What follows belongs to an exercise in optimizing a design on an open flow for small area and a short achievable clock period; a production flow would make more cautious choices. Where RTL was checked, it was by simulation tests only, not by an equivalence proof against the original. Only the layout flow was run in runs 1 and 2; the RTL was not checked for function there. Power and IR drop assume default switching activity.

**design/flow/design.v**
```verilog
module bbox_extent (
    input  logic [143:0] triangle,
    input  logic [47:0]  screen,
    input  logic [2:0]   grid,
    output logic [3:0]   ord_x,
    output logic [3:0]   ord_y,
    output logic         uclip_x,
    output logic         uclip_y,
    output logic         on_screen
);
    localparam integer SIGFIG = 24;
    localparam integer RADIX  = 10;
    function automatic logic gt_u(input logic [SIGFIG-1:0] a,
                                  input logic [SIGFIG-1:0] b);
        logic [31:0] g, l;
        g = {8'b0, a & ~b};
        l = {8'b0, ~a & b};
        for (int s = 1; s < 32; s = s * 2) begin
            for (int i = 0; i < 32; i = i + 2 * s) begin
                g[i] = g[i+s] | (~l[i+s] & g[i]);
                l[i] = l[i+s] | (~g[i+s] & l[i]);
            end
        end
        gt_u = g[0];
    endfunction
    function automatic logic gt_s(input logic [SIGFIG-1:0] a,
                                  input logic [SIGFIG-1:0] b);
        gt_s = gt_u({~a[SIGFIG-1], a[SIGFIG-2:0]}, {~b[SIGFIG-1], b[SIGFIG-2:0]});
    endfunction
    function automatic logic [SIGFIG-1:0] floor_g(input logic [SIGFIG-1:0] v,
                                                  input logic [2:0] g);
        floor_g = {v[SIGFIG-1:RADIX], v[RADIX-1:RADIX-3] & g, {(RADIX-3){1'b0}}};
    endfunction
    function automatic logic [6:0] axis(input logic [SIGFIG-1:0] a,
                                        input logic [SIGFIG-1:0] b,
                                        input logic [SIGFIG-1:0] c,
                                        input logic [SIGFIG-1:0] s,
                                        input logic [2:0] g);
        logic gt_a, gt_b, gt_c;
        axis[0] = !gt_s(a, b);
        axis[1] = !gt_s(a, c);
        axis[2] = !gt_s(b, c);
        axis[3] = a[SIGFIG-1] | b[SIGFIG-1] | c[SIGFIG-1];
        gt_a = gt_s(floor_g(a, g), s);
        gt_b = gt_s(floor_g(b, g), s);
        gt_c = gt_s(floor_g(c, g), s);
        axis[4] = gt_a | gt_b | gt_c;
        axis[5] = !(a[SIGFIG-1] & b[SIGFIG-1] & c[SIGFIG-1]);
        axis[6] = !(gt_a & gt_b & gt_c);
    endfunction
    logic [6:0] ax, ay;
    assign ax = axis(triangle[143:120], triangle[95:72], triangle[47:24], screen[47:24], grid);
    assign ay = axis(triangle[119:96],  triangle[71:48], triangle[23:0],  screen[23:0],  grid);
    assign ord_x     = ax[3:0];
    assign uclip_x   = ax[4];
    assign ord_y     = ay[3:0];
    assign uclip_y   = ay[4];
    assign on_screen = ax[5] & ax[6] & ay[5] & ay[6];
endmodule
module bbox_snap_clip (
    input  logic [143:0] triangle,
    input  logic [47:0]  screen,
    input  logic [2:0]   grid,
    input  logic [3:0]   ord_x,
    input  logic [3:0]   ord_y,
    input  logic         uclip_x,
    input  logic         uclip_y,
    output logic [95:0]  box
);
    localparam integer SIGFIG = 24;
    localparam integer RADIX  = 10;
    function automatic logic [SIGFIG-1:0] pick(input logic [2:0] sel,
                                               input logic [SIGFIG-1:0] a,
                                               input logic [SIGFIG-1:0] b,
                                               input logic [SIGFIG-1:0] c);
        pick = ({SIGFIG{sel[0]}} & a)
             | ({SIGFIG{sel[1]}} & b)
             | ({SIGFIG{sel[2]}} & c);
    endfunction
    function automatic logic [SIGFIG-1:0] floor_g(input logic [SIGFIG-1:0] v,
                                                  input logic [2:0] g);
        floor_g = {v[SIGFIG-1:RADIX], v[RADIX-1:RADIX-3] & g, {(RADIX-3){1'b0}}};
    endfunction
    function automatic logic [2:0] min_sel(input logic [3:0] o);
        min_sel[0] = !o[3] &  o[0] &  o[1];
        min_sel[1] = !o[3] & !o[0] &  o[2];
        min_sel[2] = !o[3] & !o[1] & !o[2];
    endfunction
    function automatic logic [2:0] max_sel(input logic [3:0] o);
        max_sel[0] = !o[0] & !o[1];
        max_sel[1] =  o[0] & !o[2];
        max_sel[2] =  o[1] &  o[2];
    endfunction
    logic [SIGFIG-1:0] lx, ly, ux, uy;
    assign lx = floor_g(pick(min_sel(ord_x), triangle[143:120], triangle[95:72], triangle[47:24]), grid);
    assign ly = floor_g(pick(min_sel(ord_y), triangle[119:96],  triangle[71:48], triangle[23:0]),  grid);
    assign ux = floor_g(pick(max_sel(ord_x), triangle[143:120], triangle[95:72], triangle[47:24]), grid);
    assign uy = floor_g(pick(max_sel(ord_y), triangle[119:96],  triangle[71:48], triangle[23:0]),  grid);
    assign box[95:72] = {1'b0, lx[SIGFIG-2:0]};
    assign box[71:48] = {1'b0, ly[SIGFIG-2:0]};
    assign box[47:24] = uclip_x ? screen[47:24] : ux;
    assign box[23:0]  = uclip_y ? screen[23:0]  : uy;
endmodule
module bbox_pipe #(
    parameter integer W = 144
) (
    input  logic         clk,
    input  logic         reset,
    input  logic         halt,
    input  logic [W-1:0] in_data,
    input  logic         in_valid,
    output logic [W-1:0] d0,
    output logic [W-1:0] d1,
    output logic [W-1:0] d2,
    output logic         v0
);
    always_ff @(posedge clk) begin
        if (!halt) begin
            d0 <= in_data;
            d1 <= d0;
            d2 <= d1;
        end
    end
    always_ff @(posedge clk) begin
        if (reset) begin
            v0 <= 1'b0;
        end else if (!halt) begin
            v0 <= in_valid;
        end
    end
endmodule
module bbox_top (
    input  logic         clk,
    input  logic         reset,
    input  logic [143:0] triangle,
    input  logic         tri_valid,
    input  logic [47:0]  screen,
    input  logic [3:0]   msaa,
    input  logic         halt,
    output logic         out_valid,
    output logic [143:0] out_triangle,
    output logic [95:0]  out_box
);
    logic [143:0] tri_s0, tri_s1, tri_s2;
    logic         v0, v1, v2;
    logic [2:0]   grid;
    always_comb begin
        case (msaa)
            4'b0100: grid = 3'b100;
            4'b0010: grid = 3'b110;
            4'b0001: grid = 3'b111;
            default: grid = 3'b000;
        endcase
    end
    bbox_pipe #(.W(144)) u_pipe (
        .clk      (clk),
        .reset    (reset),
        .halt     (halt),
        .in_data  (triangle),
        .in_valid (tri_valid),
        .d0       (tri_s0),
        .d1       (tri_s1),
        .d2       (tri_s2),
        .v0       (v0)
    );
    logic [3:0] ord_x_c, ord_y_c;
    logic       uclip_x_c, uclip_y_c, on_screen_c;
    bbox_extent u_extent (
        .triangle  (tri_s0),
        .screen    (screen),
        .grid      (grid),
        .ord_x     (ord_x_c),
        .ord_y     (ord_y_c),
        .uclip_x   (uclip_x_c),
        .uclip_y   (uclip_y_c),
        .on_screen (on_screen_c)
    );
    logic [3:0] ord_x, ord_y;
    logic       uclip_x, uclip_y;
    always_ff @(posedge clk) begin
        if (!halt) begin
            ord_x   <= ord_x_c;
            ord_y   <= ord_y_c;
            uclip_x <= uclip_x_c;
            uclip_y <= uclip_y_c;
        end
    end
    logic [95:0] box_c;
    logic [95:0] box;
    bbox_snap_clip u_snap_clip (
        .triangle (tri_s1),
        .screen   (screen),
        .grid     (grid),
        .ord_x    (ord_x),
        .ord_y    (ord_y),
        .uclip_x  (uclip_x),
        .uclip_y  (uclip_y),
        .box      (box_c)
    );
    always_ff @(posedge clk) begin
        if (!halt) begin
            box <= box_c;
        end
    end
    always_ff @(posedge clk) begin
        if (reset) begin
            v1 <= 1'b0;
            v2 <= 1'b0;
        end else if (!halt) begin
            v1 <= v0 & on_screen_c;
            v2 <= v1;
        end
    end
    assign out_valid    = v2;
    assign out_triangle = tri_s2;
    assign out_box      = box;
endmodule
```
**design/flow/flow/run.sh**
```bash
#!/bin/bash
set -o pipefail
HERE=$(pwd)
bash standard.sh DONT_BUFFER_PORTS=1 PRE_GLOBAL_PLACE_TCL=$HERE/flow/ports.tcl finish > standard.log 2>&1
```
**design/flow/flow/ports.tcl**
```tcl
# Every input and output port gets a buffer, as buffer_ports does in the
# standard flow, with the cell chosen per direction.
puts "Perform port buffering (flow/ports.tcl)..."
buffer_ports -inputs -buffer_cell sky130_fd_sc_hd__buf_1
buffer_ports -outputs -buffer_cell sky130_fd_sc_hd__buf_2
```
**design/flow/standard.sh**
```bash
#!/bin/bash
# synth_recipe.tcl (not shown) runs the flow's synth.tcl, then flattens the netlist and writes it again
# the make line also repeats each setting of config.mk as NAME=value (left out here)
make -C /OpenROAD-flow-scripts/flow DESIGN_CONFIG=/design/flow/config.mk WORK_HOME=/design/flow/orfs CLKGATE_MAP_FILE= SYNTH_SCRIPT=/design/flow/synth_recipe.tcl "${@:-finish}"
```
**design/flow/config.mk**
```make
export PLATFORM = sky130hd
export DESIGN_NAME = bbox_top
export DESIGN_NICKNAME = bbox_top
export VERILOG_FILES = /design/flow/design.v
export SDC_FILE = /design/flow/constraint.sdc
export NUM_CORES = 4
export LEC_CHECK = 0
export ABC_AREA = 1
export CAP_MARGIN = 20
export CORE_MARGIN = 2
export CORE_UTILIZATION = 60
export CTS_CLUSTER_DIAMETER = 100
export CTS_CLUSTER_SIZE = 24
export SETUP_SLACK_MARGIN = 3.7
export SLEW_MARGIN = 20
```
**design/flow/constraint.sdc**
```tcl
create_clock -name core_clock -period 6.0 [get_ports {clk}]
set_input_delay 1.2000 -clock core_clock [delete_from_list [all_inputs] [get_ports {clk}]]
set_output_delay 1.2000 -clock core_clock [all_outputs]
set_load 0.01 [all_outputs]
```
==> reports/metrics.yaml, run 1 <==
status:
  status: "finished clean"
detailed_routing:
  drtIter0Drc: 1273
  drtAntennaViolNets: 0
  firstDrtPassIters: 8
  drcViolationCount: 0
  wl_mm: 56.02
  via_per_inst: 6.038
  num_vias: 14850
  wire_per_inst_um: 22.78
die:
  fp.dieArea_um2: 38950
  rows: 70
  coreArea_um2: 36700
  chipHeight_um: 197.4
  initial_core_util: 0.6113
  ioPinCount: 441
  die_x_um: 197.4
worst_hold_path:
  min_to: "u_pipe.d2[73]"
  holdCritPathClass: "flip-flop to flip-flop"
  min_from: "u_pipe.d1[73]"
  hold_depth: 0
timing:
  fmax_ghz: 0.4294
  hold_viol: 0
  final-setup-viol-count: 0
  hold_ws_ps: 416.0
  period_needed_ps: 2329
  relSlewSlack: 0.3892
  clock_skew_ps: 33.52
  rsz0062_at_grt: "true"
  fin_crit_sh: 0.3882
  tightest_slew_ps: 916.3
  tns_ps: 0
  slew_viol_final: 0
  setup_slack_ps: 3671
synth:
  synth-seq-cells: 525
  synth-seq-area-share: 0.7014
  avgSynthCellArea_um2: 11.54
  synth_ff_type: "edfxtp_1"
  ys_warn_count: 4
  ys_types: 41
  synth_edf_count: 522
  syn_inst: 1944
  synth_area_um2: 22430
  ys_async_sr_fraction: 0
critical_path:
  end_kind: "output port"
  rr_worst_depth: 5
  critPathKind: "flip-flop to output port"
  reg2reg_to: "out_box[9]"
  critPathLaunchType: "flip-flop"
  reg2reg_slack_ps: 3780
  cp_max_fo: 1
  cp.arrival_ps: 1130
  r2r_start: "ord_y[2]"
  crit_cells: 0
  required_ps: 4800
finish:
  n_fill_cell: 2732
  syn2layout_area_growth_pct: 6.386
  layout.nets: 2165
  utilization: 0.6503
  fin_area_um2: 23870
  final_layout_size_suffix_gt1_frac: 0.03797
  final_cells: 2459
placement:
  routabilityCongestion: 0.9436
  dp_hpwl_mm: 41.04
  post-place-ws_ps: 2992
  place_area_um2: 23040
  placed_cells: 2398
  io_buffers: 421
global_route:
  grt_max_degree: 164
  grtUsageTotal: 0.2816
  grt_pass1_wl_mm: 82.20
  grt_pass1_vias: 13780
  antenna_found_initial: 14
  grt_overflow: 0
clock_tree:
  cts_root_buf: "clkbuf_16"
  htree_levels: 1
  clk_pin_slew_worst_paths_ps: 100
  clk_path_buf_depth: 3
  insertion_delay_ps: 600
  tritoncts: "yes"
  cts_sinks: 525
  hold_buffers: 0
  numCtsBuffers: 25
power:
  power.share.clock: 0.253
  ir_drop_mv: 0.3684
  swShare: 0.2582
  p_switching_mw: 1.869
  seqPwrFrac: 0.638
  p_comb_frac: 0.109
  p_leak_nw: 9.092
  power.density_nw_per_um2: 303.4
  p_int_mw: 5.371
  total_power_mw: 7.240
job:
  maxCapViolations: 0
final cells by class:
cell class | count | area, µm² | area share
timing repair buffer | 22 | 217.7 | 0.009122
clock buffer | 35 | 663.1 | 0.02779
multi-input combinational | 1076 | 5396 | 0.2261
inverter | 315 | 1214 | 0.05085
sequential | 525 | 15740 | 0.6593
antenna | 16 | 40.04 | 0.001678
clock inverter | 2 | 13.76 | 0.0005767
tap | 468 | 585.6 | 0.02454
worst max path at each step:
stage | start | endpoint | slack [ps]
after global routing | msaa[0] | v1 | 3630
after CTS | out_box[35] | out_box[35] | 3640
after detailed placement | msaa[2] | v1 | 2990
final | u_pipe.d2[82] | out_triangle[82] | 3670
after floorplan | halt | ord_x[0] | -3360
after global placement | halt | u_pipe.d0[53] | 3050
repair_timing:
item,4_1_cts,5_1_grt
endpoints found under the setup margin,90,147
buffers inserted,0,8
pin swaps,0,3
gates resized for setup,5,9
layout by cell type, fill, tap and decap left out, drive strengths merged, types with 28 or more instances in the layout:
master and instances:
inv 312, clkbuf 35, nand3 65, nand2 262
o21ai 150, o211ai 28, a31oi 63, a21oi 84
nor2 211, nor3 54, edfxtp 522
power by group through the flow:
stage	sequential [mW]	clock, mW	combinational (mW)
after floorplan	4.65	0	0.560
after global placement	4.69	0	0.746
after detailed placement	4.70	0	0.764
after CTS	4.62	1.88	0.769
after global routing	4.65	1.97	0.881
final	4.62	1.83	0.787
cells in the mapped netlist (2+ instances only):
cell type / count / area share
nand2_2: 2 / 0.00056
or3_1: 2 / 0.00056
nand3_1: 61 / 0.014
a21boi_0: 2 / 0.00067
a211oi_1: 19 / 0.0064
nor3_1: 54 / 0.012
o211a_1: 2 / 0.00089
nor2_1: 210 / 0.035
a31oi_1: 63 / 0.018
a311oi_1: 5 / 0.0020
dfxtp_1: 3 / 0.0027
nand4_1: 12 / 0.0033
o2111ai_1: 6 / 0.0023
o21ai_0: 150 / 0.033
a41oi_1: 3 / 0.0012
buf_2: 2 / 0.00045
o211ai_1: 28 / 0.0094
o22ai_1: 20 / 0.0056
o221ai_1: 25 / 0.0098
o31ai_1: 24 / 0.0080
inv_1: 310 / 0.052
o21a_1: 11 / 0.0037
nor2b_1: 3 / 0.00084
clkbuf_1: 24 / 0.0040
nand2_1: 259 / 0.043
a221oi_1: 5 / 0.0020
edfxtp_1: 522 / 0.70
a21oi_1: 84 / 0.019
inv_2: 3 / 0.00050
clkinv_1: 2 / 0.00033
buf_4: 16 / 0.0054
nand3_2: 3 / 0.0013
layer usage:
metal / share of wire / routed length [µm] / global-route usage
met1: 0.38 / 21450 / 0.3582
met4: 0.033 / 1873 / 0.08995
met5: 0.00023 / 13 / 0
met2: 0.49 / 27420 / 0.4740
met3: 0.094 / 5258 / 0.07512
cells by family after synthesis:
family,after synthesis,synth area share
AND/OR/NAND/NOR,612,0.1134
flip-flops,525,0.7014
AO/OA/AOI/OAI,448,0.1219
buffers and inverters,358,0.06303
other,1,0.0001672
sequential cells by signal (all words and copies together), names as in the netlist, 4 cells and up:
signal / count
out_box: 80
ord_x: 4
u_pipe.d0: 144
u_pipe.d1: 144
ord_y: 4
u_pipe.d2: 144
==> run 2, diff against run 1 <==
--- a/design/flow/config.mk
+++ b/design/flow/config.mk
@@ -8,7 +8,7 @@
 export ABC_AREA = 1
 export CAP_MARGIN = 20
 export CORE_MARGIN = 2
-export CORE_UTILIZATION = 60
+export CORE_UTILIZATION = 70
 export CTS_CLUSTER_DIAMETER = 100
 export CTS_CLUSTER_SIZE = 24
 export SETUP_SLACK_MARGIN = 3.7
==> reports/metrics.yaml, run 2 <==
power:
  total_power_mw: 7.210
  p_leak_nw: 9.029
  power.share.clock: 0.251
  p_comb_frac: 0.108
  power.density_nw_per_um2: 304.9
  p_int_mw: 5.361
  ir_drop_mv: 0.2506
  seqPwrFrac: 0.641
  swShare: 0.2565
  p_switching_mw: 1.850
timing:
  fmax_ghz: 0.4321
  setup_slack_ps: 3686
  clock_skew_ps: 22.89
  rsz0062_at_grt: "true"
  slew_viol_final: 0
  period_needed_ps: 2314
  fin_crit_sh: 0.3857
  hold_ws_ps: 414.3
  final-setup-viol-count: 0
  hold_viol: 0
  tightest_slew_ps: 944.2
  relSlewSlack: 0.3706
synth:
  ys_warn_count: 4
  synth_ff_type: "edfxtp_1"
  synthTopCellsByCount: "edfxtp_1, inv_1, nand2_1, nor2_1, o21ai_0"
  netlist_top_cells_area: "edfxtp_1, inv_1, nand2_1, nor2_1, o21ai_0"
  synth_area_leader_cell: "edfxtp_1"
  synth_edf_count: 522
  synth-seq-cells: 525
  synth_top_cell_area_share: 0.6988
  synth-seq-area-share: 0.7014
  synth_area_um2: 22430
  ys_async_sr_fraction: 0
  syn_inst: 1944
  ys_types: 41
  avgSynthCellArea_um2: 11.54
  synth_most_common_cell: "edfxtp_1"
clock_tree:
  clk_pin_slew_worst_paths_ps: 100
  tritoncts: "yes"
  numCtsBuffers: 25
  cts_root_buf: "clkbuf_16"
  hold_buffers: 0
  htree_levels: 1
  clk_path_buf_depth: 3
  postCtsSetupBuffers: 0
  insertion_delay_ps: 580
  cts_sinks: 525
placement:
  io_buffers: 421
  dp_hpwl_mm: 39.97
  post-place-ws_ps: 3128
  routabilityCongestion: 0.9876
global_route:
  antenna_found_initial: 12
  grt_pass1_wl_mm: 80.18
  grt_max_degree: 164
  grtUsageTotal: 0.3184
  grt_pass1_vias: 13900
  grt_overflow: 0
finish:
  layout_commonest_cell: "edfxtp_1"
  n_fill_cell: 1999
  final_layout_size_suffix_gt1_frac: 0.03213
  syn2layout_area_growth_pct: 5.416
  largest_registers: "u_pipe.d0 (144), u_pipe.d1 (144), u_pipe.d2 (144)"
  layout.nets: 2152
  utilization: 0.7494
  final_cell_mix: "edfxtp_1, inv_1, nand2_1"
critical_path:
  critPathLaunchType: "flip-flop"
  end_kind: "output port"
  cp_max_fo: 1
  required_ps: 4800
  cp.arrival_ps: 1110
  reg2reg_slack_ps: 3740
  rr_worst_depth: 5
  r2r_start: "ord_y[2]"
  critPathKind: "flip-flop to output port"
  reg2reg_to: "out_box[10]"
die:
  rows: 65
  die_x_um: 183.0
  initial_core_util: 0.7109
  coreArea_um2: 31560
  chipHeight_um: 183.0
  fp.dieArea_um2: 33490
  ioPinCount: 441
detailed_routing:
  wl_mm: 54.98
  wire_per_inst_um: 23.18
  drcViolationCount: 0
  drtIter0Drc: 1770
  via_per_inst: 6.413
  firstDrtPassIters: 6
  drtAntennaViolNets: 0
  num_vias: 15210
status:
  status: "finished clean"
worst_hold_path:
  min_from: "u_pipe.d1[6]"
  min_to: "u_pipe.d2[6]"
  holdCritPathClass: "flip-flop to flip-flop"
  hold_depth: 0
job:
  maxCapViolations: 0
==> run 2: changes by cell type in the layout (fill, tap and decap cells not counted), moves of 2 or more <==
cell     delta
nor2_2      +2
buf_6       -3
buf_4      -10
diode_2     -7
==> run 2: cells by family after synthesis <==
group | share of synthesized area
simple gates | 0.1134
other cells | 0.0001672
buf+inv | 0.06303
flops | 0.7014
compound gates | 0.1219
==> run 2: power by group through the flow <==
stage	registers [mW]	clock network, mW	logic (mW)
after floorplan	4.65	0	0.560
after global placement	4.69	0	0.731
after detailed placement	4.70	0	0.756
after CTS	4.62	1.83	0.763
after global routing	4.65	1.94	0.858
final	4.62	1.81	0.780
==> run 2: worst max-delay path by stage <==
stage / endpoint / slack (ps) / cells past startpoint / startpoint
after detailed placement: u_pipe.d2[48] / 3130 / 2 / halt
after CTS: out_box[10] / 3610 / 5 / ord_y[0]
final: out_box[83] / 3690 / 0 / out_box[83]
after floorplan: ord_x[0] / -3360 / 1 / halt
after global routing: v1 / 3660 / 14 / msaa[0]
after global placement: u_pipe.d1[99] / 3140 / 2 / halt
==> run 2: cell type report <==
type / count / area, µm² / area share
well taps: 402 / 503.0 / 0.02127
inverters: 315 / 1211 / 0.05122
repair buffers: 9 / 108.9 / 0.004603
multi-input cells: 1076 / 5394 / 0.2281
clock inverters: 2 / 13.76 / 0.0005820
diodes: 9 / 22.52 / 0.0009524
clock buffers: 34 / 659.4 / 0.02788
flip-flops and latches: 525 / 15740 / 0.6654
==> run 2: worst register-to-register path: stages, from the launching register on <==
cell      delay [ps]
edfxtp_1         460
inv_1            460
nand2_2          480
o22ai_1          390
a211oi_1         120
a21oi_1          200
==> run 2: metrics by stage <==
| step | TNS [ps] | std cells | cell area (µm²) |
|---|---|---|---|
| after CTS | 0 | 2363 | 23610 |
| after detailed placement | 0 | 2327 | 22920 |
| after floorplan | -1758660 | 1959 | 22540 |
| after global routing | 0 | 2369 | 23640 |
| after global placement | 0 | 2327 | 22920 |
| final | 0 | 2372 | 23650 |
==> run 2: layer usage <==
layer / vias to the layer above / wire [µm] / global-route usage
met5: - / 42 / 0
met4: 6 / 2184 / 0.1174
met3: 161 / 5879 / 0.08876
met2: 922 / 27290 / 0.5403
met1: 7229 / 19580 / 0.3946
li1: 6894 / - / -
==> run 2: timing repair <==
action                                  4_1_cts  5_1_grt
endpoints found under the setup margin       42      108
gates resized for setup                       4        6
cloned                                        0        0
==> run 3, diff against run 2 <==
--- a/design/flow/design.v
+++ b/design/flow/design.v
@@ -36,14 +36,18 @@
                                         input logic [SIGFIG-1:0] c,
                                         input logic [SIGFIG-1:0] s,
                                         input logic [2:0] g);
+        logic [SIGFIG-1:0] fa, fb, fc;
         logic gt_a, gt_b, gt_c;
-        axis[0] = !gt_s(a, b);
-        axis[1] = !gt_s(a, c);
-        axis[2] = !gt_s(b, c);
+        fa = floor_g(a, g);
+        fb = floor_g(b, g);
+        fc = floor_g(c, g);
+        axis[0] = !gt_s(fa, fb);
+        axis[1] = !gt_s(fa, fc);
+        axis[2] = !gt_s(fb, fc);
         axis[3] = a[SIGFIG-1] | b[SIGFIG-1] | c[SIGFIG-1];
-        gt_a = gt_s(floor_g(a, g), s);
-        gt_b = gt_s(floor_g(b, g), s);
-        gt_c = gt_s(floor_g(c, g), s);
+        gt_a = gt_s(fa, s);
+        gt_b = gt_s(fb, s);
+        gt_c = gt_s(fc, s);
         axis[4] = gt_a | gt_b | gt_c;
         axis[5] = !(a[SIGFIG-1] & b[SIGFIG-1] & c[SIGFIG-1]);
         axis[6] = !(gt_a & gt_b & gt_c);
==> design/flow/flow/run.sh (replaced) <==
#!/bin/bash
set -o pipefail
HERE=$(pwd)
bash standard.sh "BUFFER_PORTS_ARGS=-buffer_cell sky130_fd_sc_hd__buf_1" \
    POST_GLOBAL_PLACE_TCL=$HERE/flow/outbuf.tcl finish > standard.log 2>&1
==> design/flow/flow/outbuf.tcl (new file) <==
# Output port buffers: buf_1 -> buf_2
set block [ord::get_db_block]
set buf2 [[ord::get_db] findMaster sky130_fd_sc_hd__buf_2]
set n 0
foreach bt [$block getBTerms] {
  if { [$bt getIoType] != "OUTPUT" } { continue }
  set net [$bt getNet]
  if { $net == "NULL" } { continue }
  foreach it [$net getITerms] {
    set inst [$it getInst]
    if { [$it isOutputSignal] && [[$inst getMaster] getName] == "sky130_fd_sc_hd__buf_1" } {
      $inst swapMaster $buf2
      incr n
    }
  }
}
puts "outbuf.tcl: $n output port buffers made buf_2"
estimate_parasitics -placement
removed: design/flow/flow/ports.tcl
==> reports/metrics.yaml, run 3 <==
status:
  status: "finished clean"
clock_tree:
  insertion_delay_ps: 590
  tritoncts: "yes"
  cts_root_buf: "clkbuf_16"
  clk_pin_slew_worst_paths_ps: 100
  hold_buffers: 0
  cts_sinks: 525
  htree_levels: 1
  numCtsBuffers: 25
  clk_path_buf_depth: 3
die:
  initial_core_util: 0.7078
  coreArea_um2: 30430
  fp.dieArea_um2: 32190
  ioPinCount: 441
  chipHeight_um: 179.4
  die_x_um: 179.4
  rows: 64
detailed_routing:
  via_per_inst: 6.499
  drtIter0Drc: 2918
  firstDrtPassIters: 9
  wire_per_inst_um: 24.59
  drtAntennaViolNets: 0
  num_vias: 17340
  drcViolationCount: 0
  wl_mm: 65.60
power:
  ir_drop_mv: 0.2858
  total_power_mw: 7.460
  power.density_nw_per_um2: 295.1
  p_leak_nw: 9.882
finish:
  syn2layout_area_growth_pct: 17.36
  utilization: 0.8307
  final_cells: 2668
  layout.nets: 2459
  largest_registers: "u_pipe.d0 (144), u_pipe.d1 (144), u_pipe.d2 (144)"
  final_layout_size_suffix_gt1_frac: 0.1606
  fin_area_um2: 25280
  final_cell_mix: "edfxtp_1, nand2_1, buf_2"
  layout_commonest_cell: "edfxtp_1"
global_route:
  grtUsageTotal: 0.3824
  grt_max_degree: 155
  antenna_found_initial: 8
  grt_overflow: 0
  grt_pass1_wl_mm: 93.53
  grt_pass1_vias: 16000
synth:
  synthTopCellsByCount: "edfxtp_1, nand2_1, inv_1, nor2_1, nand3_1"
  ys_warn_count: 4
  syn_inst: 1789
  synth_area_um2: 21540
  avgSynthCellArea_um2: 12.04
  synth-seq-area-share: 0.7306
  netlist_top_cells_area: "edfxtp_1, nand2_1, inv_1, nor2_1, nand3_1"
  synth_top_cell_area_share: 0.7278
  synth-seq-cells: 525
  synth_area_leader_cell: "edfxtp_1"
  ys_async_sr_fraction: 0
  synth_edf_count: 522
  synth_most_common_cell: "edfxtp_1"
  synth_ff_type: "edfxtp_1"
  ys_types: 41
critical_path:
  cp_max_fo: 1
  end_kind: "output port"
  cpMaxStageDelayCell: "edfxtp_1"
  critPathKind: "flip-flop to output port"
  cp.arrival_ps: 1300
  crit_family: "flip-flops"
  cp_slowest_stage_delay_ps: 520
  path_buf_inv: 1
  path_cells: "buf_2"
  required_ps: 4800
  critPathLaunchType: "flip-flop"
timing:
  relSlewSlack: 0.3124
  tightest_slew_ps: 1030
  final-setup-viol-count: 0
  clock_skew_ps: 33.44
  hold_viol: 0
  slew_viol_final: 0
  fin_crit_sh: 0.4174
  period_needed_ps: 2505
  fmax_ghz: 0.3993
  rsz0062_at_grt: "true"
placement:
  placed_cells: 2598
  io_buffers: 424
  dp_hpwl_mm: 42.04
  place_area_um2: 24040
worst_hold_path:
  holdCritPathClass: "flip-flop to flip-flop"
job:
  maxCapViolations: 0
-- run 3: per-layer routing --
layer	wire length (µm)	vias to the layer above	part of all wire	GRT usage
met1	21590	7965	0.33	0.5064
met3	8786	379	0.13	0.07719
li1	-	7267	-	-
met2	30970	1722	0.47	0.6234
met4	4202	6	0.064	0.1720
met5	49	-	0.00075	0
-- run 3: final timing paths --
check                                  start           end  slack [ps]  cells past startpoint
worst min-delay path            u_pipe.d0[6]  u_pipe.d1[6]         420                      0
worst max register to register      ord_y[1]   out_box[55]        3640                      7
worst max-delay path             out_box[31]   out_box[31]        3500                      1
worst min register to register  u_pipe.d0[6]  u_pipe.d1[6]         420                      0
-- run 3: metrics by stage --
| step | TNS [ps] | setup WS (ps) | hold slack [ps] |
|---|---|---|---|
| finish | 0 | 3495 | 423.4 |
| global route | 0 | 3455 | 426.1 |
| CTS | 0 | 3526 | 422.9 |
| detailed placement | 0 | 2740 | 404.5 |
| global placement | 0 | 2795 | 400.3 |
| floorplan | -1758660 | -3356 | 400.3 |
-- run 3: cell families (layout without fill, tap and decap cells) --
| kind of cell | after synthesis | count (layout) | synth area share |
|---|---|---|---|
| fa+ha+maj | 1 | 1 | 0.0005228 |
| compound gates | 326 | 326 | 0.08929 |
| buf+inv | 253 | 716 | 0.04723 |
| simple gates | 683 | 683 | 0.1322 |
| flops | 525 | 525 | 0.7306 |
| other cells | 1 | 21 | 0.0001741 |
-- run 3: report_power, final --
part	total [mW]	switching [mW]	internal, mW
registers	4.56	0.210	4.35
logic	1.02	0.698	0.324
clock network	1.88	1.11	0.771
-- run 3: area by class of cell --
class / instances / area, µm²
flip-flops and latches: 525 / 15740
fillers: 1573 / 5152
multi-input cells: 1026 / 5102
repair buffers: 468 / 2421
inverters: 212 / 833.3
clock buffers: 33 / 655.6
well taps: 396 / 495.5
clock inverters: 2 / 13.76
diodes: 5 / 12.51
repair inverters: 1 / 7.507
-- run 3: repair_timing --
item / CTS / global route
cloned: 1 / 0
setup endpoints to repair: 651 / 227
buffers inserted: 20 / 9
resized for setup: 39 / 47
pin swaps: 13 / 20
==> run 4, diff against run 3 <==
--- a/design/flow/config.mk
+++ b/design/flow/config.mk
@@ -8,7 +8,7 @@
 export ABC_AREA = 1
 export CAP_MARGIN = 20
 export CORE_MARGIN = 2
-export CORE_UTILIZATION = 70
+export CORE_UTILIZATION = 60
 export CTS_CLUSTER_DIAMETER = 100
 export CTS_CLUSTER_SIZE = 24
 export SETUP_SLACK_MARGIN = 3.7
==> reports/metrics.yaml, run 4 <==
synth:
  netlist_top_cells_area: "edfxtp_1, nand2_1, inv_1, nor2_1, nand3_1"
  synth_area_um2: 21540
  synth_top_cell_area_share: 0.7278
  synth_most_common_cell: "edfxtp_1"
  synth_edf_count: 522
  syn_inst: 1789
  synth_ff_type: "edfxtp_1"
  ys_async_sr_fraction: 0
  ys_types: 41
  ys_warn_count: 4
  synth-seq-area-share: 0.7306
  synthTopCellsByCount: "edfxtp_1, nand2_1, inv_1, nor2_1, nand3_1"
  avgSynthCellArea_um2: 12.04
  synth-seq-cells: 525
  synth_area_leader_cell: "edfxtp_1"
timing:
  relSlewSlack: 0.4590
  hold_viol: 0
  rsz0062_at_grt: "true"
  fin_crit_sh: 0.4042
  tns_ps: 0
  final-setup-viol-count: 0
  tightest_slew_ps: 811.4
  fmax_ghz: 0.4123
  slew_viol_final: 0
  period_needed_ps: 2425
  hold_ws_ps: 415.4
  clock_skew_ps: 18.38
die:
  fp.dieArea_um2: 37430
  rows: 69
  coreArea_um2: 35480
  initial_core_util: 0.6070
  die_x_um: 193.5
  ioPinCount: 441
  chipHeight_um: 193.5
finish:
  layout.nets: 2451
  syn2layout_area_growth_pct: 17.06
  final_cell_mix: "edfxtp_1, nand2_1, buf_2"
  multi_input_area_um2: 5097
  layout_commonest_cell: "edfxtp_1"
  n_fill_cell: 2497
  final_layout_size_suffix_gt1_frac: 0.1642
  largest_registers: "u_pipe.d0 (144), u_pipe.d1 (144), u_pipe.d2 (144)"
  register_area_um2: 15740
critical_path:
  required_ps: 6330
  cp_slowest_stage_delay_ps: 250
  reg2reg_to: "out_box[60]"
  path_cells: "buf_6, nor2_1, nand3_4, nand2_8, nand2_4, o22ai_2, a31oi_1, o21ai_1, nand3_1, nand2_2, a21oi_2"
  critPathLaunchType: "input pin"
  end_kind: "flip-flop"
  cpMaxStageDelayCell: "o21ai_1"
  crit_family: "simple AND/OR/NAND/NOR gates"
  crit_cells: 11
  path_buf_inv: 1
  cp_max_fo: 7
  r2r_start: "ord_y[2]"
  rr_worst_depth: 4
  cp.arrival_ps: 2750
  critPathKind: "input pin to flip-flop"
  reg2reg_slack_ps: 3840
detailed_routing:
  num_vias: 15950
  wire_per_inst_um: 21.05
  drcViolationCount: 0
  wl_mm: 57.33
  via_per_inst: 5.856
  firstDrtPassIters: 6
  drtAntennaViolNets: 0
  drtIter0Drc: 1767
global_route:
  grt_max_degree: 146
  grt_pass1_vias: 15180
  grt_pass1_wl_mm: 85.95
  antenna_found_initial: 7
  grtUsageTotal: 0.2978
  grt_overflow: 0
job:
  maxCapViolations: 0
power:
  seqPwrFrac: 0.618
  p_comb_frac: 0.132
  p_int_mw: 5.438
  power.density_nw_per_um2: 291.6
  p_switching_mw: 1.913
  p_leak_nw: 9.833
  swShare: 0.2602
  power.share.clock: 0.251
  ir_drop_mv: 0.3978
  total_power_mw: 7.351
clock_tree:
  clk_path_buf_depth: 3
  insertion_delay_ps: 580
  tritoncts: "yes"
  numCtsBuffers: 25
  clk_pin_slew_worst_paths_ps: 100
  cts_sinks: 525
  htree_levels: 1
  cts_root_buf: "clkbuf_16"
  hold_buffers: 0
worst_hold_path:
  min_from: "u_pipe.d0[53]"
  min_to: "u_pipe.d1[53]"
  holdCritPathClass: "flip-flop to flip-flop"
  hold_depth: 0
placement:
  dp_hpwl_mm: 40.77
  io_buffers: 424
status:
  status: "finished clean"
-- run 4: cell count changes in the layout (fill, tap and decap cells not counted), moves of 3 or more --
cell,before,now
buf_1,195,191
buf_2,215,220
buf_6,20,8
clkbuf_2,0,3
inv_1,205,200
inv_2,0,5
nand2_1,292,297
nand2_2,13,8
nor2_1,188,183
nor2_2,2,11
nor2_4,7,3
-- run 4: metrics by stage --
step,worst slack [ps],utilization,instance area [µm²],cells
floorplan,-3356,-,21710,1804
global placement,2799,0.6716,23830,2663
detailed placement,2762,0.6796,24110,2663
CTS,3587,0.7026,24930,2704
global route,3494,0.7104,25210,2723
finish,3575,0.7105,25210,2724
-- run 4: layer usage --
layer / vias up / wire [µm] / global-route usage
met2: 946 / 28300 / 0.4988
met1: 7622 / 22260 / 0.4062
met3: 117 / 5271 / 0.05492
met5: - / 29 / 0
met4: 4 / 1464 / 0.07945
li1: 7263 / - / -
-- run 4: timing repair --
| item | CTS | global route |
|---|---|---|
| gates resized for setup | 30 | 45 |
| setup buffers | 5 | 15 |
| pin swaps | 6 | 16 |
| gates cloned | 1 | 1 |
| endpoints found under the setup margin | 204 | 671 |
-- run 4: kinds of logic (layout without fill, tap and decap cells) --
family | Yosys count | in the layout | synth area share
AO/OA/AOI/OAI | 326 | 326 | 0.08929
adder cells (fa/ha/maj) | 1 | 1 | 0.0005228
buffers and inverters | 253 | 707 | 0.04723
flip-flops | 525 | 525 | 0.7306
other | 1 | 20 | 0.0001741
AND/OR/NAND/NOR | 683 | 684 | 0.1322
-- run 4: worst register-to-register path, cell delays in order (launching register included) --
cell and delay, ps:
edfxtp_1 690, nor2_1 730, buf_4 330, nand3_1 90, nand3_1 160
-- run 4: layout make-up --
type | count | share of cell area
antenna | 4 | 0.0003970
tap | 461 | 0.02288
clock inverter | 2 | 0.0005459
timing repair inverter | 1 | 0.0001985
multi-input combinational | 1027 | 0.2022
inverter | 212 | 0.03320
timing repair buffer | 459 | 0.09038
clock buffer | 33 | 0.02601
sequential | 525 | 0.6242
-- run 4: power groups by stage --
stage / combinational (mW) / sequential (mW) / clock (mW)
2_1_floorplan: 0.483 / 4.64 / 0
3_3_place_gp: 0.856 / 4.61 / 0
3_5_place_dp: 0.899 / 4.61 / 0
4_1_cts: 0.919 / 4.53 / 1.85
5_1_grt: 1.05 / 4.57 / 1.98
6_report: 0.968 / 4.54 / 1.84
-- run 4: worst max-delay path by stage --
stage | startpoint | endpoint | slack (ps)
2_1_floorplan | halt | ord_x[0] | -3360
3_3_place_gp | msaa[0] | uclip_y | 2800
3_5_place_dp | msaa[0] | uclip_y | 2760
4_1_cts | out_box[70] | out_box[70] | 3590
5_1_grt | msaa[1] | v1 | 3490
6_report | msaa[1] | ord_x[1] | 3570
==> run 5, diff against run 4 <==
--- a/design/flow/design.v
+++ b/design/flow/design.v
@@ -147,14 +147,18 @@
 );
     logic [143:0] tri_s0, tri_s1, tri_s2;
     logic         v0, v1, v2;
+    logic [2:0]   grid_in;
     logic [2:0]   grid;
     always_comb begin
         case (msaa)
-            4'b0100: grid = 3'b100;
-            4'b0010: grid = 3'b110;
-            4'b0001: grid = 3'b111;
-            default: grid = 3'b000;
+            4'b0100: grid_in = 3'b100;
+            4'b0010: grid_in = 3'b110;
+            4'b0001: grid_in = 3'b111;
+            default: grid_in = 3'b000;
         endcase
+    end
+    always_ff @(posedge clk) begin
+        grid <= grid_in;
     end
     bbox_pipe #(.W(144)) u_pipe (
         .clk      (clk),
--- a/design/flow/config.mk
+++ b/design/flow/config.mk
@@ -11,5 +11,5 @@
 export CORE_UTILIZATION = 60
 export CTS_CLUSTER_DIAMETER = 100
 export CTS_CLUSTER_SIZE = 24
-export SETUP_SLACK_MARGIN = 3.7
+export SETUP_SLACK_MARGIN = 4.0
 export SLEW_MARGIN = 20
==> reports/metrics.yaml, run 5 <==
critical_path:
  critPathLaunchType: "flip-flop"
  reg2reg_slack_ps: 4010
  endpoint: "out_triangle[22]"
  reg2reg_to: "uclip_x"
  rr_worst_depth: 11
  crit_path_start: "u_pipe.d2[22]"
  end_kind: "output port"
  cp_slowest_stage_delay_ps: 480
  crit_family: "flip-flops"
  cpMaxStageDelayCell: "edfxtp_1"
  path_buf_inv: 1
  path_cells: "buf_6"
  cp_max_fo: 1
  critPathKind: "flip-flop to output port"
  cp.arrival_ps: 1230
  r2r_start: "u_pipe.d0[35]"
  crit_cells: 1
  required_ps: 4800
power:
  power.density_nw_per_um2: 285.2
  ir_drop_mv: 0.2522
  swShare: 0.2603
  power.share.clock: 0.250
  p_int_mw: 5.554
  p_switching_mw: 1.954
  p_leak_nw: 10.47
  seqPwrFrac: 0.608
  p_comb_frac: 0.142
  total_power_mw: 7.509
synth:
  ys_async_sr_fraction: 0
  avgSynthCellArea_um2: 11.80
  synthTopCellsByCount: "edfxtp_1, nand2_1, inv_1, nor2_1, a21oi_1"
  ys_types: 44
  syn_inst: 1846
  synth_edf_count: 522
  synth_top_cell_area_share: 0.7196
  netlist_top_cells_area: "edfxtp_1, nand2_1, inv_1, nor2_1, a21oi_1"
  synth_area_um2: 21780
  synth_most_common_cell: "edfxtp_1"
  synth_ff_type: "edfxtp_1"
  synth_area_leader_cell: "edfxtp_1"
  synth-seq-cells: 528
  ys_warn_count: 4
  synth-seq-area-share: 0.7251
finish:
  layout_commonest_cell: "edfxtp_1"
  final_layout_size_suffix_gt1_frac: 0.2165
  layout.nets: 2527
  n_fill_cell: 2442
  final_cells: 2816
  largest_registers: "u_pipe.d0 (144), u_pipe.d1 (144), u_pipe.d2 (144)"
  syn2layout_area_growth_pct: 20.86
  utilization: 0.7384
  fin_area_um2: 26330
  final_cell_mix: "edfxtp_1, nand2_1, buf_2"
die:
  chipHeight_um: 194.5
  die_x_um: 194.5
  initial_core_util: 0.6109
  ioPinCount: 441
  fp.dieArea_um2: 37840
  rows: 69
  coreArea_um2: 35660
timing:
  rsz0062_at_grt: "true"
  clock_skew_ps: 23.55
  period_needed_ps: 2432
  final-setup-viol-count: 0
  hold_viol: 0
  hold_ws_ps: 424.0
  tightest_slew_ps: 800.3
  setup_slack_ps: 3568
  tns_ps: 0
  fmax_ghz: 0.4111
  slew_viol_final: 0
  fin_crit_sh: 0.4054
  relSlewSlack: 0.4665
detailed_routing:
  num_vias: 15990
  wl_mm: 57.52
  drtIter0Drc: 1568
  drcViolationCount: 0
  firstDrtPassIters: 6
  via_per_inst: 5.678
  wire_per_inst_um: 20.43
  drtAntennaViolNets: 0
global_route:
  antenna_found_initial: 12
  grtUsageTotal: 0.2931
  grt_pass1_wl_mm: 83.93
  grt_overflow: 0
  grt_max_degree: 164
  grt_pass1_vias: 14770
placement:
  placed_cells: 2716
  dp_hpwl_mm: 39.81
  place_area_um2: 24210
  io_buffers: 424
  post-place-ws_ps: 3156
job:
  maxCapViolations: 0
clock_tree:
  cts_root_buf: "clkbuf_16"
  tritoncts: "yes"
  cts_sinks: 528
  numCtsBuffers: 25
  insertion_delay_ps: 590
  hold_buffers: 0
  clk_pin_slew_worst_paths_ps: 100
  clk_path_buf_depth: 3
  htree_levels: 1
status:
  status: "finished clean"
worst_hold_path:
  holdCritPathClass: "flip-flop to flip-flop"
==> run 5: changes by cell type in the layout (fill, tap and decap cells not counted), sizes merged, moves of 8 or more <==
| cell | delta |
|---|---|
| inv | +20 |
| o22ai | +11 |
| nand3 | -19 |
| nor3 | -11 |
| a21oi | +12 |
| a31oi | -25 |
| o221ai | +8 |
| o21ai | -14 |
| nor2 | +14 |
| nand2 | +58 |
| clkbuf | +16 |
| buf | +16 |
| a211oi | +10 |
==> run 5: layer usage <==
layer	vias up	routed length [µm]	track usage
li1	7414	-	-
met1	7597	22940	0.4130
met2	856	26780	0.4614
met3	114	5812	0.06524
met4	8	1930	0.09202
met5	-	50	0
==> run 5: repair_timing <==
action	in CTS	in global routing
endpoints found under the setup margin	634	572
pin swaps	14	76
resized for setup	110	215
setup buffers	15	26
cloned	1	3
==> run 5: kinds of logic (layout without fill, tap and decap cells) <==
family          after synthesis  in the layout  share of synthesized area
compound gates              316            316                    0.08645
flops                       528            528                     0.7251
other cells                   1             25                  0.0001722
simple gates                721            721                     0.1363
buf+inv                     280            765                    0.05193
==> run 5: layout make-up <==
cell class              instances  area (µm²)  area share
flip-flops and latches        528       15810      0.6004
multi-input cells            1053        5426      0.2061
repair buffers                480        2775      0.1054
inverters                     239        1008     0.03831
clock buffers                  45       700.7     0.02661
well taps                     461       576.8     0.02191
diodes                          9       22.52   0.0008555
clock inverters                 1       8.758   0.0003327
==> run 5: worst min path at each step <==
stage	startpoint	endpoint	slack, ps	depth (start not counted)
after floorplan	u_pipe.d0[0]	u_pipe.d1[0]	400	0
after global placement	u_pipe.d0[100]	u_pipe.d1[100]	400	0
after detailed placement	u_pipe.d0[28]	u_pipe.d1[28]	400	0
after CTS	u_pipe.d1[27]	u_pipe.d2[27]	430	0
after global routing	u_pipe.d0[28]	u_pipe.d1[28]	430	0
final	u_pipe.d0[76]	u_pipe.d1[76]	420	0
==> run 5: power groups by stage <==
stage	Clock, mW	Combinational, mW	Sequential, mW
after global routing	2.01	1.16	4.59
after detailed placement	0	0.892	4.64
after floorplan	0	0.492	4.67
after CTS	1.90	0.947	4.56
after global placement	0	0.851	4.63
final	1.87	1.07	4.57
==> run 6, diff against run 5 <==
--- a/design/flow/config.mk
+++ b/design/flow/config.mk
@@ -11,5 +11,5 @@
 export CORE_UTILIZATION = 60
 export CTS_CLUSTER_DIAMETER = 100
 export CTS_CLUSTER_SIZE = 24
-export SETUP_SLACK_MARGIN = 4.0
+export SETUP_SLACK_MARGIN = 3.4
 export SLEW_MARGIN = 20
==> reports/metrics.yaml, run 6 <==
finish:
  final_cell_mix: "edfxtp_1, nand2_1, buf_2"
  layout.nets: 2484
  largest_registers: "u_pipe.d0 (144), u_pipe.d1 (144), u_pipe.d2 (144)"
  syn2layout_area_growth_pct: 14.34
  layout_commonest_cell: "edfxtp_1"
  final_layout_size_suffix_gt1_frac: 0.1295
timing:
  setup_slack_ps: 3541
  fmax_ghz: 0.4067
  final-setup-viol-count: 0
  fin_crit_sh: 0.4098
  slew_viol_final: 0
  period_needed_ps: 2459
  tns_ps: 0
  relSlewSlack: 0.2740
  hold_viol: 0
  clock_skew_ps: 18.35
  rsz0062_at_grt: "false"
  tightest_slew_ps: 1089
die:
  chipHeight_um: 194.5
  die_x_um: 194.5
  rows: 69
  fp.dieArea_um2: 37840
  initial_core_util: 0.6109
  coreArea_um2: 35660
  ioPinCount: 441
synth:
  synth-adder-area-share: 0
  synth-compound-area-share: 0.08645
  synth-seq-cells: 528
  synthTopCellsByCount: "edfxtp_1, nand2_1, inv_1, nor2_1, a21oi_1"
  synth_ff_type: "edfxtp_1"
  netlist_top_cells_area: "edfxtp_1, nand2_1, inv_1, nor2_1, a21oi_1"
  synth-seq-area-share: 0.7251
  synth_most_common_cell: "edfxtp_1"
  synth_area_leader_cell: "edfxtp_1"
  ys_warn_count: 4
  synth-xor-area-share: 0
  syn_inst: 1846
  avgSynthCellArea_um2: 11.80
  ys_async_sr_fraction: 0
  synth_mux_area_frac: 0
  synth_top_family_by_area: "simple AND/OR/NAND/NOR gates"
  synth_top_cell_area_share: 0.7196
  synth_area_um2: 21780
  synth_edf_count: 522
  ys_types: 44
  synth-simple-area-share: 0.1363
clock_tree:
  hold_buffers: 0
  clk_path_buf_depth: 3
  cts_root_buf: "clkbuf_16"
  tritoncts: "yes"
  numCtsBuffers: 25
  clk_pin_slew_worst_paths_ps: 90
  insertion_delay_ps: 570
  htree_levels: 1
  cts_sinks: 528
  cts.repair.resized: 1
  postCtsSetupBuffers: 0
global_route:
  antenna_found_initial: 8
  grt_pass1_wl_mm: 82.72
  grt_max_degree: 213
  grtUsageTotal: 0.2861
  grt_overflow: 0
  grt_pass1_vias: 14640
job:
  maxCapViolations: 0
critical_path:
  required_ps: 6180
  critPathKind: "input pin to flip-flop"
  critPathLaunchType: "input pin"
  end_kind: "flip-flop"
  cp_max_fo: 212
  cp.arrival_ps: 2640
placement:
  dp_hpwl_mm: 40.50
  io_buffers: 424
  post-place-ws_ps: 2969
detailed_routing:
  firstDrtPassIters: 5
  drtIter0Drc: 1720
  via_per_inst: 5.655
  num_vias: 15660
  wire_per_inst_um: 19.91
  drtAntennaViolNets: 0
  wl_mm: 55.15
  drcViolationCount: 0
power:
  p_leak_nw: 9.967
  power.density_nw_per_um2: 293.6
  total_power_mw: 7.312
  ir_drop_mv: 0.2393
worst_hold_path:
  holdCritPathClass: "flip-flop to flip-flop"
status:
  status: "finished clean"
run 6: cell counts after synthesis:
No cell type changed its count.
run 6: stage by stage:
stage	utilization	hold slack (ps)	cells	cell area [µm²]
after global placement	0.6703	400.4	2718	23900
after detailed placement	0.6782	404.5	2718	24180
final	0.6985	416.7	2770	24910
after CTS	0.6979	420.1	2763	24880
after global routing	0.6983	431.8	2767	24900
after floorplan	-	400.3	1861	21840
run 6: final timing paths:
check                 from            end  slack, ps  depth (start not counted)
max                   halt   u_pipe.d1[8]       3540                          3
min          u_pipe.d0[98]  u_pipe.d1[98]        420                          0
max reg2reg       ord_x[2]    out_box[46]       3560                          4
min reg2reg  u_pipe.d0[98]  u_pipe.d1[98]        420                          0
run 6: cell type report:
| type | count | area (µm²) |
|---|---|---|
| Sequential cell | 528 | 15800 |
| Fill cell | 2582 | 10750 |
| Multi-Input combinational cell | 1053 | 4915 |
| Timing Repair Buffer | 437 | 1996 |
| Inverter | 239 | 904.6 |
| Clock buffer | 45 | 700.7 |
| Tap cell | 461 | 576.8 |
| Antenna cell | 7 | 17.52 |
run 6: routing by layer:
metal	share of wire	vias up	track usage	routed length (µm)
met3	0.10	89	0.04980	5691
li1	-	7314	-	-
met4	0.028	4	0.08462	1564
met2	0.47	852	0.4626	25950
met1	0.40	7405	0.4038	21920
met5	0.00049	-	0	27
run 6: logic make-up after synthesis:
kind of cell / count (synthesis)
AO/OA/AOI/OAI: 316
flip-flops: 528
AND/OR/NAND/NOR: 721
other: 1
buffers and inverters: 280
run 6: critical path, cell delays in order:
cell,delay (ps)
buf_1,140
clkinvlp_4,380
buf_12,750
run 6: where the power goes:
part / total (mW) / switching [mW] / internal [mW]
clock: 1.86 / 1.06 / 0.796
sequential: 4.56 / 0.187 / 4.37
combinational: 0.897 / 0.611 / 0.285
==> run 7, diff against run 6 <==
--- a/design/flow/config.mk
+++ b/design/flow/config.mk
@@ -10,6 +10,6 @@
 export CORE_MARGIN = 2
 export CORE_UTILIZATION = 60
 export CTS_CLUSTER_DIAMETER = 100
-export CTS_CLUSTER_SIZE = 24
-export SETUP_SLACK_MARGIN = 3.4
+export CTS_CLUSTER_SIZE = 30
+export SETUP_SLACK_MARGIN = 3.7
 export SLEW_MARGIN = 20
==> reports/metrics.yaml, run 7 <==
status:
  status: "finished clean"
timing:
  fin_crit_sh: 0.4015
  hold_ws_ps: 414.5
  tightest_slew_ps: 1065
  period_needed_ps: 2409
  rsz0062_at_grt: "true"
  final-setup-viol-count: 0
  fmax_ghz: 0.4151
  slew_viol_final: 0
  setup_slack_ps: 3591
  tns_ps: 0
  hold_viol: 0
  relSlewSlack: 0.2901
  clock_skew_ps: 19.78
clock_tree:
  cts_root_buf: "clkbuf_16"
  htree_levels: 1
  numCtsBuffers: 21
  clk_pin_slew_worst_paths_ps: 120
  clk_path_buf_depth: 3
  hold_buffers: 0
  tritoncts: "yes"
  cts_sinks: 528
  insertion_delay_ps: 570
power:
  total_power_mw: 7.209
  seqPwrFrac: 0.633
  power.share.clock: 0.239
  power.density_nw_per_um2: 287.5
  p_int_mw: 5.352
  p_comb_frac: 0.128
  ir_drop_mv: 0.3302
  swShare: 0.2576
  p_switching_mw: 1.857
  p_leak_nw: 10.03
synth:
  ys_async_sr_fraction: 0
  ys_types: 44
  syn_inst: 1846
  synth-seq-area-share: 0.7251
  synth_edf_count: 522
  synthTopCellsByCount: "edfxtp_1, nand2_1, inv_1, nor2_1, a21oi_1"
  synth_top_cell_area_share: 0.7196
  synth_area_leader_cell: "edfxtp_1"
  synth_ff_type: "edfxtp_1"
  synth_most_common_cell: "edfxtp_1"
  synth_area_um2: 21780
  synth-seq-cells: 528
  netlist_top_cells_area: "edfxtp_1, nand2_1, inv_1, nor2_1, a21oi_1"
  avgSynthCellArea_um2: 11.80
  ys_warn_count: 4
critical_path:
  r2r_start: "ord_y[2]"
  required_ps: 4800
  path_buf_inv: 1
  cpMaxStageDelayCell: "edfxtp_1"
  cp_max_fo: 1
  path_cells: "buf_2"
  cp.arrival_ps: 1210
  end_kind: "output port"
  critPathLaunchType: "flip-flop"
  reg2reg_slack_ps: 3710
  rr_worst_depth: 4
  reg2reg_to: "out_box[22]"
  crit_family: "flip-flops"
  critPathKind: "flip-flop to output port"
  cp_slowest_stage_delay_ps: 470
finish:
  final_cells: 2769
  register_area_um2: 15800
  syn2layout_area_growth_pct: 15.11
  layout_commonest_cell: "edfxtp_1"
  final_cell_mix: "edfxtp_1, nand2_1, inv_1"
  n_fill_cell: 2574
  utilization: 0.7032
  fin_area_um2: 25070
  final_layout_size_suffix_gt1_frac: 0.1422
  layout.nets: 2485
  largest_registers: "u_pipe.d0 (144), u_pipe.d1 (144), u_pipe.d2 (144)"
  multi_input_area_um2: 4954
placement:
  placed_cells: 2716
  post-place-ws_ps: 3156
  io_buffers: 424
  dp_hpwl_mm: 39.81
  place_area_um2: 24210
global_route:
  grt_pass1_vias: 14520
  antenna_found_initial: 9
  grt_pass1_wl_mm: 82.61
  grt_overflow: 0
  grt_max_degree: 192
  grtUsageTotal: 0.2872
detailed_routing:
  drtAntennaViolNets: 0
  via_per_inst: 5.627
  wire_per_inst_um: 20.02
  wl_mm: 55.43
  num_vias: 15580
  firstDrtPassIters: 6
  drcViolationCount: 0
  drtIter0Drc: 1605
die:
  die_x_um: 194.5
  coreArea_um2: 35660
  chipHeight_um: 194.5
  rows: 69
  ioPinCount: 441
  fp.dieArea_um2: 37840
  initial_core_util: 0.6109
worst_hold_path:
  holdCritPathClass: "flip-flop to flip-flop"
  min_from: "u_pipe.d1[6]"
  hold_depth: 0
  min_to: "u_pipe.d2[6]"
job:
  maxCapViolations: 0
-- run 7: power groups by stage --
| stage | logic (mW) | registers [mW] | clock network, mW |
|---|---|---|---|
| after floorplan | 0.492 | 4.67 | 0 |
| after global placement | 0.851 | 4.63 | 0 |
| after detailed placement | 0.892 | 4.64 | 0 |
| after CTS | 0.902 | 4.56 | 1.75 |
| after global routing | 1.02 | 4.59 | 1.87 |
| final | 0.925 | 4.56 | 1.72 |
-- run 7: what timing repair did --
action / 4_1_cts / 5_1_grt
setup endpoints to repair: 178 / 374
pin swaps: 0 / 2
buffers inserted: 0 / 7
gates resized for setup: 27 / 45
hold endpoints to repair: 0 / 0
-- run 7: layer usage --
layer | up-vias | GRT usage | wire (µm)
met5 | - | 0 | 23
met1 | 7357 | 0.4094 | 22580
met3 | 100 | 0.06004 | 5704
met2 | 803 | 0.4440 | 25250
li1 | 7316 | - | -
met4 | 4 | 0.1028 | 1871
-- run 7: cells by family (layout without fill, tap and decap cells) --
logic type             count (synthesis)  after routing  synth area share
other                                  1             25         0.0001722
buffers and inverters                280            718           0.05193
flip-flops                           528            528            0.7251
AO/OA/AOI/OAI                        316            316           0.08645
AND/OR/NAND/NOR                      721            721            0.1363
-- run 7: worst max path at each step --
stage                        from               end  cells after the start
floorplan                    halt          ord_x[0]                      1
global placement         ord_y[1]       out_box[16]                      5
detailed placement           halt    u_pipe.d2[120]                      3
CTS                 u_pipe.d2[13]  out_triangle[13]                      1
global route        u_pipe.d2[13]  out_triangle[13]                      1
finish              u_pipe.d2[13]  out_triangle[13]                      1
-- run 7: cell type report --
class | instances | area share
Antenna cell | 9 | 0.0008982
Clock buffer | 36 | 0.02320
Clock inverter | 1 | 0.0006487
Inverter | 239 | 0.03683
Multi-Input combinational cell | 1053 | 0.1976
Sequential cell | 528 | 0.6301
Tap cell | 461 | 0.02300
Timing Repair Buffer | 442 | 0.08777
==> run 8, diff against run 7 <==
--- a/design/flow/config.mk
+++ b/design/flow/config.mk
@@ -10,6 +10,6 @@
 export CORE_MARGIN = 2
 export CORE_UTILIZATION = 60
 export CTS_CLUSTER_DIAMETER = 100
-export CTS_CLUSTER_SIZE = 30
+export CTS_CLUSTER_SIZE = 24
 export SETUP_SLACK_MARGIN = 3.7
 export SLEW_MARGIN = 20
==> reports/metrics.yaml, run 8 <==
detailed_routing:
  drtIter0Drc: 1496
  wl_mm: 55.72
  drcViolationCount: 0
  drtAntennaViolNets: 0
  num_vias: 15610
  wire_per_inst_um: 20.06
  firstDrtPassIters: 6
  via_per_inst: 5.621
clock_tree:
  tritoncts: "yes"
  insertion_delay_ps: 590
  hold_buffers: 0
  cts_sinks: 528
  clk_path_buf_depth: 3
  htree_levels: 1
  cts_root_buf: "clkbuf_16"
  numCtsBuffers: 25
  clk_pin_slew_worst_paths_ps: 90
finish:
  n_fill_cell: 2579
  layout_commonest_cell: "edfxtp_1"
  layout.nets: 2489
  register_area_um2: 15800
  final_cell_mix: "edfxtp_1, nand2_1, inv_1"
  multi_input_area_um2: 4941
  largest_registers: "u_pipe.d0 (144), u_pipe.d1 (144), u_pipe.d2 (144)"
  syn2layout_area_growth_pct: 15.51
  final_layout_size_suffix_gt1_frac: 0.1412
  final_cells: 2777
  fin_area_um2: 25160
power:
  ir_drop_mv: 0.2514
  power.density_nw_per_um2: 292.6
  p_leak_nw: 10.07
synth:
  synth_area_um2: 21780
  synth_edf_count: 522
  synth-seq-cells: 528
  ys_types: 44
  ys_warn_count: 4
  syn_inst: 1846
  ys_async_sr_fraction: 0
  synthTopCellsByCount: "edfxtp_1, nand2_1, inv_1, nor2_1, a21oi_1"
  netlist_top_cells_area: "edfxtp_1, nand2_1, inv_1, nor2_1, a21oi_1"
  synth-seq-area-share: 0.7251
  synth_ff_type: "edfxtp_1"
  avgSynthCellArea_um2: 11.80
  synth_top_cell_area_share: 0.7196
  synth_area_leader_cell: "edfxtp_1"
  synth_most_common_cell: "edfxtp_1"
critical_path:
  critPathLaunchType: "flip-flop"
  end_kind: "output port"
  reg2reg_slack_ps: 3720
  critPathKind: "flip-flop to output port"
  reg2reg_to: "out_box[22]"
  cpMaxStageDelayCell: "edfxtp_1"
  path_buf_inv: 1
  cp_slowest_stage_delay_ps: 490
  cp_max_fo: 1
  r2r_start: "ord_y[2]"
  crit_path_start: "u_pipe.d2[22]"
  cp.arrival_ps: 1240
  rr_worst_depth: 4
  path_cells: "buf_6"
  crit_family: "flip-flops"
  required_ps: 4800
timing:
  rsz0062_at_grt: "true"
  fin_crit_sh: 0.4073
  fmax_ghz: 0.4092
  hold_viol: 0
  period_needed_ps: 2444
  slew_viol_final: 0
  tightest_slew_ps: 1087
  final-setup-viol-count: 0
  relSlewSlack: 0.2754
  clock_skew_ps: 22.20
global_route:
  grtUsageMet3: 0.06628
  antenna_found_initial: 11
  grt_pass1_wl_mm: 83.06
  use_met1: 0.4074
  grtUsageMet2: 0.4525
  grt_overflow: 0
  top_usage_layer: "met2"
  grt_pass1_vias: 14590
  grt_max_degree: 192
  grtUsageTotal: 0.2893
worst_hold_path:
  min_from: "u_pipe.d1[27]"
  holdCritPathClass: "flip-flop to flip-flop"
  min_to: "u_pipe.d2[27]"
  hold_depth: 0
die:
  chipHeight_um: 194.5
  initial_core_util: 0.6109
  fp.dieArea_um2: 37840
  rows: 69
  ioPinCount: 441
  die_x_um: 194.5
  coreArea_um2: 35660
status:
  status: "finished clean"
placement:
  dp_hpwl_mm: 39.81
  place_area_um2: 24210
  io_buffers: 424
  placed_cells: 2716
job:
  maxCapViolations: 0
==> run 8: changes by cell type in the layout (fill, tap and decap cells not counted), sizes merged <==
cell,delta
inv,+1
clkinv,-1
buf,+3
clkbuf,+6
diode,-1
==> run 8: final cells by class <==
type / count / area share
flip-flops and latches: 528 / 0.6279
multi-input cells: 1053 / 0.1964
repair buffers: 442 / 0.08707
inverters: 239 / 0.03670
clock buffers: 45 / 0.02785
well taps: 461 / 0.02292
diodes: 8 / 0.0007956
clock inverters: 1 / 0.0003481
==> run 8: metal layers <==
metal	vias up	share of wire
met2	760	0.46
met1	7401	0.41
li1	7336	-
met4	6	0.031
met5	-	0.00081
met3	107	0.098
==> run 8: cell families (layout without fill, tap and decap cells) <==
group	Yosys count	count (layout)	share of synthesized area
and+or+nand+nor	721	721	0.1363
DFF	528	528	0.7251
AOI/OAI and AO/OA	316	316	0.08645
other	1	24	0.0001722
buffers and inverters	280	727	0.05193
==> run 8: how the worst max path moves through the flow <==
stage                            end  slack (ps)  cells past startpoint
floorplan                   ord_x[0]       -3360                      1
global placement         out_box[16]        3200                      5
detailed placement    u_pipe.d2[120]        3160                      3
CTS                 out_triangle[13]        3550                      1
global route        out_triangle[13]        3540                      1
finish              out_triangle[22]        3560                      1
==> run 8: report_power, final <==
group | switching, mW | internal (mW) | total (mW)
clock | 1.08 | 0.799 | 1.88
sequential | 0.190 | 4.37 | 4.56
combinational | 0.622 | 0.302 | 0.923
==> run 8: what timing repair did <==
action	CTS	global route
resized for setup	27	37
endpoints found under the setup margin	233	376
buffers inserted	0	7
pin swaps	0	1
==> run 8: stage by stage <==
stage / power, mW / setup TNS, ps / setup slack (ps) / hold slack [ps] / util
global placement: 5.479 / 0 / 3196 / 400.5 / 0.6711
detailed placement: 5.527 / 0 / 3156 / 404.5 / 0.6790
floorplan: 5.158 / -1758660 / -3356 / 400.3 / -
finish: 7.362 / 0 / 3556 / 423.8 / 0.7057
global route: 7.624 / 0 / 3536 / 430.8 / 0.7054
CTS: 7.364 / 0 / 3548 / 425.5 / 0.7010
==> run 9, diff against run 8 <==
==> design/flow/flow/run.sh (replaced) <==
#!/bin/bash
set -o pipefail
HERE=$(pwd)
rm -rf "$HERE/scripts"
cp -r "$FLOW_HOME/scripts" "$HERE/scripts"
cp "$HERE/flow/abc_area.script" "$HERE/scripts/abc_area.script"
bash standard.sh SCRIPTS_DIR=$HERE/scripts \
    "BUFFER_PORTS_ARGS=-buffer_cell sky130_fd_sc_hd__buf_1" \
    POST_GLOBAL_PLACE_TCL=$HERE/flow/outbuf.tcl finish > standard.log 2>&1
==> design/flow/flow/abc_area.script (new file) <==
strash
dch
map -a
topo
stime -c
buffer -c
upsize -c
dnsize -c
==> reports/metrics.yaml, run 9 <==
timing:
  slew_viol_final: 0
  tightest_slew_ps: 1141
  hold_viol: 0
  period_needed_ps: 2494
  relSlewSlack: 0.2387
  tns_ps: 0
  hold_ws_ps: 406.4
  fmax_ghz: 0.4010
  rsz0062_at_grt: "true"
  final-setup-viol-count: 0
  fin_crit_sh: 0.4156
  clock_skew_ps: 18.25
global_route:
  grt_pass1_vias: 13430
  grtUsageMet3: 0.04858
  grt_pass1_wl_mm: 76.88
  grt_overflow: 0
  grtUsageTotal: 0.2817
  antenna_found_initial: 8
  top_usage_layer: "met2"
  grtUsageMet2: 0.4537
  grt_max_degree: 109
  use_met1: 0.3830
finish:
  syn2layout_area_growth_pct: 18.69
  fin_area_um2: 24790
  final_layout_size_suffix_gt1_frac: 0.1942
  register_area_um2: 15810
  largest_registers: "u_pipe.d0 (144), u_pipe.d1 (144), u_pipe.d2 (144)"
  layout.nets: 2181
  layout_commonest_cell: "edfxtp_1"
  final_cells: 2463
  multi_input_area_um2: 4631
  final_cell_mix: "edfxtp_1, buf_2, buf_1"
  n_fill_cell: 2341
clock_tree:
  clk_path_buf_depth: 3
  htree_levels: 1
  clk_pin_slew_worst_paths_ps: 110
  cts_root_buf: "clkbuf_16"
  numCtsBuffers: 25
  hold_buffers: 0
  tritoncts: "yes"
  insertion_delay_ps: 570
  cts_sinks: 528
placement:
  placed_cells: 2387
  dp_hpwl_mm: 37.04
  place_area_um2: 23360
  io_buffers: 424
synth:
  synth_top_cell_area_share: 0.7507
  synth_edf_count: 522
  synth_area_leader_cell: "edfxtp_1"
  synth-seq-area-share: 0.7564
  netlist_top_cells_area: "edfxtp_1, a22oi_1, nand2_1, inv_1, nor2_1"
  synth-seq-cells: 528
  avgSynthCellArea_um2: 13.69
  synth_most_common_cell: "edfxtp_1"
  ys_types: 48
  synth_ff_type: "edfxtp_1"
  synth_area_um2: 20880
  ys_warn_count: 4
  synthTopCellsByCount: "edfxtp_1, nand2_1, inv_1, nor2_1, a22oi_1"
  ys_async_sr_fraction: 0
  syn_inst: 1525
detailed_routing:
  num_vias: 14410
  drtAntennaViolNets: 0
  drcViolationCount: 0
  firstDrtPassIters: 6
  wire_per_inst_um: 21.65
  via_per_inst: 5.850
  wl_mm: 53.33
  drtIter0Drc: 1424
power:
  p_leak_nw: 9.330
  power.density_nw_per_um2: 295.1
  ir_drop_mv: 0.2649
critical_path:
  r2r_start: "u_pipe.d0[80]"
  end_kind: "output port"
  cpMaxStageDelayCell: "edfxtp_1"
  cp_slowest_stage_delay_ps: 520
  critPathLaunchType: "flip-flop"
  crit_family: "flip-flops"
  reg2reg_to: "ord_x[0]"
  reg2reg_slack_ps: 3630
  cp.arrival_ps: 1290
  critPathKind: "flip-flop to output port"
  path_buf_inv: 1
  rr_worst_depth: 9
  cp_max_fo: 1
  required_ps: 4800
  path_cells: "buf_2"
worst_hold_path:
  hold_depth: 0
  min_to: "u_pipe.d1[24]"
  min_from: "u_pipe.d0[24]"
  holdCritPathClass: "flip-flop to flip-flop"
die:
  rows: 68
  initial_core_util: 0.6075
  coreArea_um2: 34370
  chipHeight_um: 190.6
  die_x_um: 190.6
  ioPinCount: 441
  fp.dieArea_um2: 36310
job:
  maxCapViolations: 0
status:
  status: "finished clean"
run 9: cell count changes after synthesis, moves of 12 or more:
cell and change:
a31oi_1 +17, inv_1 -60, nand3_1 -74, a211oi_1 -12, nand2_1 -179, o31ai_1 +13, a22oi_1 +98, a21oi_1 -35
o21ai_0 -26, a32oi_1 -13, nor2_1 -71
run 9: metrics by stage:
stage          total power, mW  setup WS (ps)  utilization
2_1_floorplan            5.087          -3335            -
3_3_place_gp             5.378           2438       0.6714
3_5_place_dp             5.427           2369       0.6796
4_1_cts                  7.278           3534       0.7108
5_1_grt                  7.562           3446       0.7208
6_report                 7.314           3506       0.7211
run 9: timing repair:
action,in CTS,in global routing
cloned,2,2
endpoints found under the setup margin,689,403
pin swaps,21,37
hold endpoints to repair,0,0
buffers inserted,12,5
gates resized for setup,69,54
run 9: cell families after synthesis:
logic type / count (synthesis) / synth area share
buffers and inverters: 215 / 0.04290
other: 1 / 0.0001796
DFF: 528 / 0.7564
AOI/OAI and AO/OA: 383 / 0.1224
and+or+nand+nor: 398 / 0.07814
run 9: worst max path at each step:
stage / depth (start not counted) / endpoint / startpoint
finish: 1 / out_box[1] / out_box[1]
global route: 10 / v1 / screen[43]
CTS: 11 / v1 / screen[7]
detailed placement: 4 / u_pipe.d2[50] / halt
global placement: 4 / out_box[28] / halt
floorplan: 1 / ord_x[0] / halt
run 9: per-layer routing:
metal	vias up	wire, µm
li1	6596	-
met1	6887	20620
met2	810	25640
met3	116	4712
met4	0	2350
met5	-	0
run 9: cell type report:
class | count | share of cell area
timing repair buffer | 457 | 0.09551
inverter | 170 | 0.02711
clock buffer | 43 | 0.02797
tap | 455 | 0.02297
timing repair inverter | 2 | 0.0005048
sequential | 528 | 0.6377
clock inverter | 1 | 0.0003534
antenna | 10 | 0.001010
multi-input combinational | 797 | 0.1868
run 9: where the power goes:
part	switching (mW)	internal, mW	total, mW	leakage, nW
sequential	0.188	4.37	4.56	5.17
clock	1.08	0.795	1.87	0.334
combinational	0.565	0.320	0.885	3.82
total	1.83	5.48	7.31	9.33
